Source: an optimization exercise on an open RTL-to-GDS flow (aim: small area). Production flows keep margins and buffers that such runs may drop. Where RTL was checked, it was by simulation tests only, not by an equivalence proof against the original. Power figures rest on the tool's default switching activity, not on a simulated workload.

==> run M <==
Design dcache_controller, start of the top module:
module dcache_controller (
  input  logic          clk_i,
  input  logic          rst_i,
  input  logic          cpu_req_i,
  input  logic          cpu_write_i,
  input  logic [31:0]   cpu_addr_i,
  input  logic [31:0]   cpu_data_i,
  output logic [31:0]   cpu_data_o,
  output logic          cpu_stall_o,
  output logic          mem_enable_o,
  output logic          mem_write_o,
  output logic [31:0]   mem_addr_o,
  output logic [255:0]  mem_data_o,
  input  logic [255:0]  mem_data_i,
  input  logic          mem_ack_i
);
==> module dcache_controller, before the edit <==
module dcache_controller (
  input  logic          clk_i,
  input  logic          rst_i,
  input  logic          cpu_req_i,
  input  logic          cpu_write_i,
  input  logic [31:0]   cpu_addr_i,
  input  logic [31:0]   cpu_data_i,
  output logic [31:0]   cpu_data_o,
  output logic          cpu_stall_o,
  output logic          mem_enable_o,
  output logic          mem_write_o,
  output logic [31:0]   mem_addr_o,
  output logic [255:0]  mem_data_o,
  input  logic [255:0]  mem_data_i,
  input  logic          mem_ack_i
);
  logic          r_wb;
  logic          r_fill;
  logic [15:0]   r_valid;
  logic [15:0]   r_dirty;
  logic [22:0]   r_tag  [16];
  logic [255:0]  r_data [16];
  logic [22:0]   r_missTag;
  logic [3:0]    r_missIdx;
  logic          w_idle;
  logic [22:0]   w_tag;
  logic [3:0]    w_idx;
  logic [2:0]    w_word;
  logic [3:0]    w_selIdx;
  logic [255:0]  w_line;
  logic [22:0]   w_lineTag;
  logic          w_hit;
  logic          w_missStart;
  logic          w_storeHit;
  logic          w_fillDone;
  logic [255:0]  w_din;
  logic [1:0]    w_unused;
  assign w_idle   = !r_wb && !r_fill;
  assign w_tag    = cpu_addr_i[31:9];
  assign w_idx    = cpu_addr_i[8:5];
  assign w_word   = cpu_addr_i[4:2];
  assign w_unused = cpu_addr_i[1:0];
  assign w_selIdx  = w_idle ? w_idx : r_missIdx;
  logic [15:0]   w_selOh;
  logic [278:0]  w_rowBits [16];
  logic [278:0]  w_readBits;
  always_comb begin
    for (int s = 0; s < 16; s++) begin
      w_selOh[s]   = (w_selIdx == 4'(s));
      w_rowBits[s] = {r_tag[s], r_data[s]};
    end
  end
  for (genvar b = 0; b < 279; b++) begin : g_rd
    logic [15:0] col;
    for (genvar s = 0; s < 16; s++) begin : g_c
      assign col[s] = w_rowBits[s][b];
    end
    dcache_rdmux16 u_mux (.d_i(col), .sel_i(w_selOh), .q_o(w_readBits[b]));
  end
  assign w_line    = w_readBits[255:0];
  assign w_lineTag = w_readBits[278:256];
  assign w_hit       = w_idle && r_valid[w_selIdx] && (w_lineTag == w_tag);
  assign w_missStart = !rst_i && w_idle && cpu_req_i && !w_hit;
  assign w_storeHit  = !rst_i && cpu_req_i && cpu_write_i && w_hit;
  assign w_fillDone  = !rst_i && r_fill && mem_ack_i;
  assign cpu_stall_o  = cpu_req_i && !w_hit;
  logic [7:0]    w_wordOh;
  always_comb begin
    for (int w = 0; w < 8; w++) w_wordOh[w] = (w_word == 3'(w));
  end
  for (genvar b = 0; b < 32; b++) begin : g_wd
    logic [7:0] col;
    for (genvar w = 0; w < 8; w++) begin : g_c
      assign col[w] = w_line[w*32 + b];
    end
    dcache_rdmux8 u_mux (.d_i(col), .sel_i(w_wordOh), .q_o(cpu_data_o[b]));
  end
  assign mem_enable_o = !w_idle;
  assign mem_write_o  = r_wb;
  assign mem_addr_o   = {r_wb ? w_lineTag : r_missTag, r_missIdx, 5'b0};
  assign mem_data_o   = w_line;
  always_ff @(posedge clk_i) begin
    if (rst_i) begin
      r_wb    <= 1'b0;
      r_fill  <= 1'b0;
      r_valid <= 16'h0;
      r_dirty <= 16'h0;
    end else begin
      if (w_missStart) begin
        r_wb   <= r_valid[w_idx] && r_dirty[w_idx];
        r_fill <= !(r_valid[w_idx] && r_dirty[w_idx]);
      end else if (r_wb && mem_ack_i) begin
        r_wb   <= 1'b0;
        r_fill <= 1'b1;
      end else if (r_fill && mem_ack_i) begin
        r_fill <= 1'b0;
      end
      if (w_storeHit) r_dirty[w_idx] <= 1'b1;
      if ((r_wb || r_fill) && mem_ack_i) r_dirty[r_missIdx] <= 1'b0;
      if (r_fill && mem_ack_i) r_valid[r_missIdx] <= 1'b1;
    end
  end
  always_ff @(posedge clk_i) begin
    if (w_missStart) begin
      r_missTag <= w_tag;
      r_missIdx <= w_idx;
    end
  end
  assign w_din = r_fill ? mem_data_i : {8{cpu_data_i}};
  for (genvar s = 0; s < 16; s++) begin : g_set
    logic fillSet;
    assign fillSet = w_fillDone && (r_missIdx == 4'(s));
    always_ff @(posedge clk_i) begin
      if (fillSet) r_tag[s] <= r_missTag;
    end
    for (genvar w = 0; w < 8; w++) begin : g_word
      logic we;
      assign we = fillSet || (w_storeHit && (w_idx == 4'(s)) && (w_word == 3'(w)));
      always_ff @(posedge clk_i) begin
        if (we) r_data[s][w*32 +: 32] <= w_din[w*32 +: 32];
      end
    end
  end
endmodule
==> module dcache_rdmux8, before the edit <==
module dcache_rdmux8 (
  input  logic [7:0] d_i,
  input  logic [7:0] sel_i,
  output logic       q_o
);
  logic [2:0] n;
  for (genvar g = 0; g < 2; g++) begin : g_aoi
    dcache_aoi222 u_aoi (.a_i(d_i[3*g +: 3]), .b_i(sel_i[3*g +: 3]), .y_o(n[g]));
  end
  assign n[2] = !((d_i[6] && sel_i[6]) || (d_i[7] && sel_i[7]));
  assign q_o  = !(&n);
endmodule
clock: 10.0 ns
lec_check: 0
cap_margin: 5
core_margin: 2
core_utilization: 45
cts_buf_list: sky130_fd_sc_hd__clkbuf_8
place_density: 0.6
slew_margin: 5
synth_hierarchical: 1
synth_minimum_keep_size: 0
standard.sh (not shown) runs the stock make flow with config.mk's settings and CLKGATE_MAP_FILE= SYNTH_SCRIPT=/design/flow/synth_recipe.tcl, a recipe that flattens the netlist after the stock synthesis.
==> flow/flow/run.sh <==
#!/bin/bash
# Layout flow: the standard synthesis unchanged, then the standard ORFS steps with
# minimum-size port buffers and clkbuf_8 clock-sink clusters without CTS dummy loads.
set -uo pipefail
bash standard.sh synth > synth.log 2>&1 || exit 1
bash standard.sh \
  "BUFFER_PORTS_ARGS=-buffer_cell sky130_fd_sc_hd__buf_1" \
  "CTS_ARGS=-sink_clustering_enable -repair_clock_nets -dont_use_dummy_load -sink_clustering_size 18 -sink_clustering_max_diameter 50 -buf_list sky130_fd_sc_hd__clkbuf_8" \
  finish > layout.log 2>&1 || exit 1
==> run R (differences from run M) <==
--- a/flow/design.v
+++ b/flow/design.v
@@ -65,15 +65,5 @@
   assign w_fillDone  = !rst_i && r_fill && mem_ack_i;
   assign cpu_stall_o  = cpu_req_i && !w_hit;
-  logic [7:0]    w_wordOh;
-  always_comb begin
-    for (int w = 0; w < 8; w++) w_wordOh[w] = (w_word == 3'(w));
-  end
-  for (genvar b = 0; b < 32; b++) begin : g_wd
-    logic [7:0] col;
-    for (genvar w = 0; w < 8; w++) begin : g_c
-      assign col[w] = w_line[w*32 + b];
-    end
-    dcache_rdmux8 u_mux (.d_i(col), .sel_i(w_wordOh), .q_o(cpu_data_o[b]));
-  end
+  assign cpu_data_o   = w_line[{w_word, 5'b0} +: 32];
   assign mem_enable_o = !w_idle;
   assign mem_write_o  = r_wb;
@@ -142,14 +132,2 @@
   assign y_o = !((a_i[0] && b_i[0]) || (a_i[1] && b_i[1]) || (a_i[2] && b_i[2]));
 endmodule
-module dcache_rdmux8 (
-  input  logic [7:0] d_i,
-  input  logic [7:0] sel_i,
-  output logic       q_o
-);
-  logic [2:0] n;
-  for (genvar g = 0; g < 2; g++) begin : g_aoi
-    dcache_aoi222 u_aoi (.a_i(d_i[3*g +: 3]), .b_i(sel_i[3*g +: 3]), .y_o(n[g]));
-  end
-  assign n[2] = !((d_i[6] && sel_i[6]) || (d_i[7] && sel_i[7]));
-  assign q_o  = !(&n);
-endmodule
==> flow/flow/run.sh (replaced) <==
#!/bin/bash
# Layout flow: the standard synthesis unchanged, then the standard ORFS steps with
# smaller port buffers, larger clock-sink clusters without dummy loads, and power (area)
# recovery after global routing.
set -uo pipefail
bash standard.sh synth > synth.log 2>&1 || exit 1
bash standard.sh \
  "BUFFER_PORTS_ARGS=-buffer_cell sky130_fd_sc_hd__buf_1" \
  "CTS_ARGS=-sink_clustering_enable -repair_clock_nets -dont_use_dummy_load -sink_clustering_size 24 -sink_clustering_max_diameter 60 -buf_list {sky130_fd_sc_hd__clkbuf_8 sky130_fd_sc_hd__clkbuf_16}" \
  RECOVER_POWER=100 \
  finish > layout.log 2>&1 || exit 1
--- a/flow/config.mk
+++ b/flow/config.mk
@@ -9,5 +9,5 @@
 export CORE_MARGIN = 2
 export CORE_UTILIZATION = 45
-export CTS_BUF_LIST = sky130_fd_sc_hd__clkbuf_8
+export CTS_BUF_LIST = sky130_fd_sc_hd__clkbuf_8 sky130_fd_sc_hd__clkbuf_16
 export PLACE_DENSITY = 0.6
 export SLEW_MARGIN = 5
==> run K (differences from run M) <==
--- a/flow/design.v
+++ b/flow/design.v
@@ -65,15 +65,5 @@
   assign w_fillDone  = !rst_i && r_fill && mem_ack_i;
   assign cpu_stall_o  = cpu_req_i && !w_hit;
-  logic [7:0]    w_wordOh;
-  always_comb begin
-    for (int w = 0; w < 8; w++) w_wordOh[w] = (w_word == 3'(w));
-  end
-  for (genvar b = 0; b < 32; b++) begin : g_wd
-    logic [7:0] col;
-    for (genvar w = 0; w < 8; w++) begin : g_c
-      assign col[w] = w_line[w*32 + b];
-    end
-    dcache_rdmux8 u_mux (.d_i(col), .sel_i(w_wordOh), .q_o(cpu_data_o[b]));
-  end
+  assign cpu_data_o   = w_line[{w_word, 5'b0} +: 32];
   assign mem_enable_o = !w_idle;
   assign mem_write_o  = r_wb;
@@ -142,14 +132,2 @@
   assign y_o = !((a_i[0] && b_i[0]) || (a_i[1] && b_i[1]) || (a_i[2] && b_i[2]));
 endmodule
-module dcache_rdmux8 (
-  input  logic [7:0] d_i,
-  input  logic [7:0] sel_i,
-  output logic       q_o
-);
-  logic [2:0] n;
-  for (genvar g = 0; g < 2; g++) begin : g_aoi
-    dcache_aoi222 u_aoi (.a_i(d_i[3*g +: 3]), .b_i(sel_i[3*g +: 3]), .y_o(n[g]));
-  end
-  assign n[2] = !((d_i[6] && sel_i[6]) || (d_i[7] && sel_i[7]));
-  assign q_o  = !(&n);
-endmodule
==> flow/flow/run.sh (replaced) <==
#!/bin/bash
# Layout flow: the standard synthesis unchanged, then the standard ORFS steps with
# smaller port buffers, larger clock-sink clusters without dummy loads, and power (area)
# recovery after global routing.
set -uo pipefail
bash standard.sh synth > synth.log 2>&1 || exit 1
bash standard.sh \
  "BUFFER_PORTS_ARGS=-buffer_cell sky130_fd_sc_hd__buf_1" \
  "CTS_ARGS=-sink_clustering_enable -repair_clock_nets -dont_use_dummy_load -sink_clustering_size 24 -sink_clustering_max_diameter 60 -buf_list {sky130_fd_sc_hd__clkbuf_8 sky130_fd_sc_hd__clkbuf_16}" \
  RECOVER_POWER=100 \
  finish > layout.log 2>&1 || exit 1
--- a/flow/config.mk
+++ b/flow/config.mk
@@ -8,7 +8,7 @@
 export CAP_MARGIN = 5
 export CORE_MARGIN = 2
-export CORE_UTILIZATION = 45
-export CTS_BUF_LIST = sky130_fd_sc_hd__clkbuf_8
-export PLACE_DENSITY = 0.6
+export CORE_UTILIZATION = 65
+export CTS_BUF_LIST = sky130_fd_sc_hd__clkbuf_8 sky130_fd_sc_hd__clkbuf_16
+export PLACE_DENSITY = 0.75
 export SLEW_MARGIN = 5
 export SYNTH_HIERARCHICAL = 1
==> run D (differences from run M) <==
==> flow/flow/run.sh (replaced) <==
#!/bin/bash
# Layout flow: the standard synthesis unchanged, then the standard ORFS steps with
# minimum-size port buffers and larger clock-sink clusters without CTS dummy loads.
set -uo pipefail
bash standard.sh synth > synth.log 2>&1 || exit 1
bash standard.sh \
  "BUFFER_PORTS_ARGS=-buffer_cell sky130_fd_sc_hd__buf_1" \
  "CTS_ARGS=-sink_clustering_enable -repair_clock_nets -dont_use_dummy_load -sink_clustering_size 24 -sink_clustering_max_diameter 60 -buf_list {sky130_fd_sc_hd__clkbuf_8 sky130_fd_sc_hd__clkbuf_16}" \
  finish > layout.log 2>&1 || exit 1
--- a/flow/config.mk
+++ b/flow/config.mk
@@ -9,5 +9,5 @@
 export CORE_MARGIN = 2
 export CORE_UTILIZATION = 45
-export CTS_BUF_LIST = sky130_fd_sc_hd__clkbuf_8
+export CTS_BUF_LIST = sky130_fd_sc_hd__clkbuf_8 sky130_fd_sc_hd__clkbuf_16
 export PLACE_DENSITY = 0.6
 export SLEW_MARGIN = 5
==> impl_results.md <==
* Fin cells at 14110
* Crit end category: primary output
* Crit path to: cpu_stall_o
* Non-clk buf share at 4.032%
* Post-Synth Simple-Gate Area at 4.843%
* Clock network share of area at 3.901%
* Total design power at 36.33 mW
* Post-synth top cells: 4491 x edfxtp_1, 1459 x a222oi_1, 852 x nand2_1, 283 x and3_1, 282 x nand4_1
* Multi-input gates at 3383
* Status: timing/DRC/antenna clean
* Routability cong. at 0.8701
Source of the figures above: run D

==> impl_results.md <==
* Post-synth top cells: 4491 x edfxtp_1, 1395 x a222oi_1, 956 x nand2_1, 288 x and3_1, 282 x nand4_1
* Non-clk buf share at 2.850%
* Fin cells at 14160
* Max Transition Viols Final at 2744
* SO Viols: capacitance limit, slew limit
* Routability cong. at 0.9344
* Status: complete, but fails checks
* Max Cap Viol at 123
Source of the figures above: run R

==> impl_results.md <==
* Max Cap Viol at 73
* Status: complete, but fails checks
* SO Viols: capacitance limit, slew limit
* Max Transition Viols Final at 1732
* Crit end category: register
Source of the figures above: run K

==> impl_results.md <==
* Status: timing/DRC/antenna clean
* Fin cells at 14220
* Total design power at 34.65 mW
* Post-synth top cells: 4491 x edfxtp_1, 1459 x a222oi_1, 852 x nand2_1, 283 x and3_1, 282 x nand4_1
* Non-clk buf share at 4.069%
* Clock network share of area at 3.021%
* Multi-input gates at 3383
Source of the figures above: run M

Only the layout flow was run in run R and run K; the RTL was not checked for function there.

==> port drivers added, routing unchanged <==
In the flow no input, the clock included, has a driving cell. The finished layouts below were timed again as built, in two steps.
Step 1, drivers: a clkbuf_16 drives clk_i and a buf_2 each remaining input, both assumed.
Step 2 times the ports against the registers' clock, not the clock port: input delays grow and output delays shrink by t, the midpoint of the rising clock arrivals with the driver on.
Three values: ideal ports, drivers, drivers and shift; two values: the first two.
run	t, ns	setup slack, ns	latest minus earliest clock arrival (ns)
run M	1.213	0.159 / 0.121 / 0.120	0.208 / 0.208
run R	1.052	0.475 / 0.445 / -0.357	0.128 / 0.129
run K	0.995	0.273 / 0.273 / -0.597	0.097 / 0.098
run D	1.013	0.409 / 0.379 / 0.358	0.138 / 0.138
For run K, which loses most, drivers alone change the setup slack by 0.000 ns; drivers and shift together by -0.870 ns.
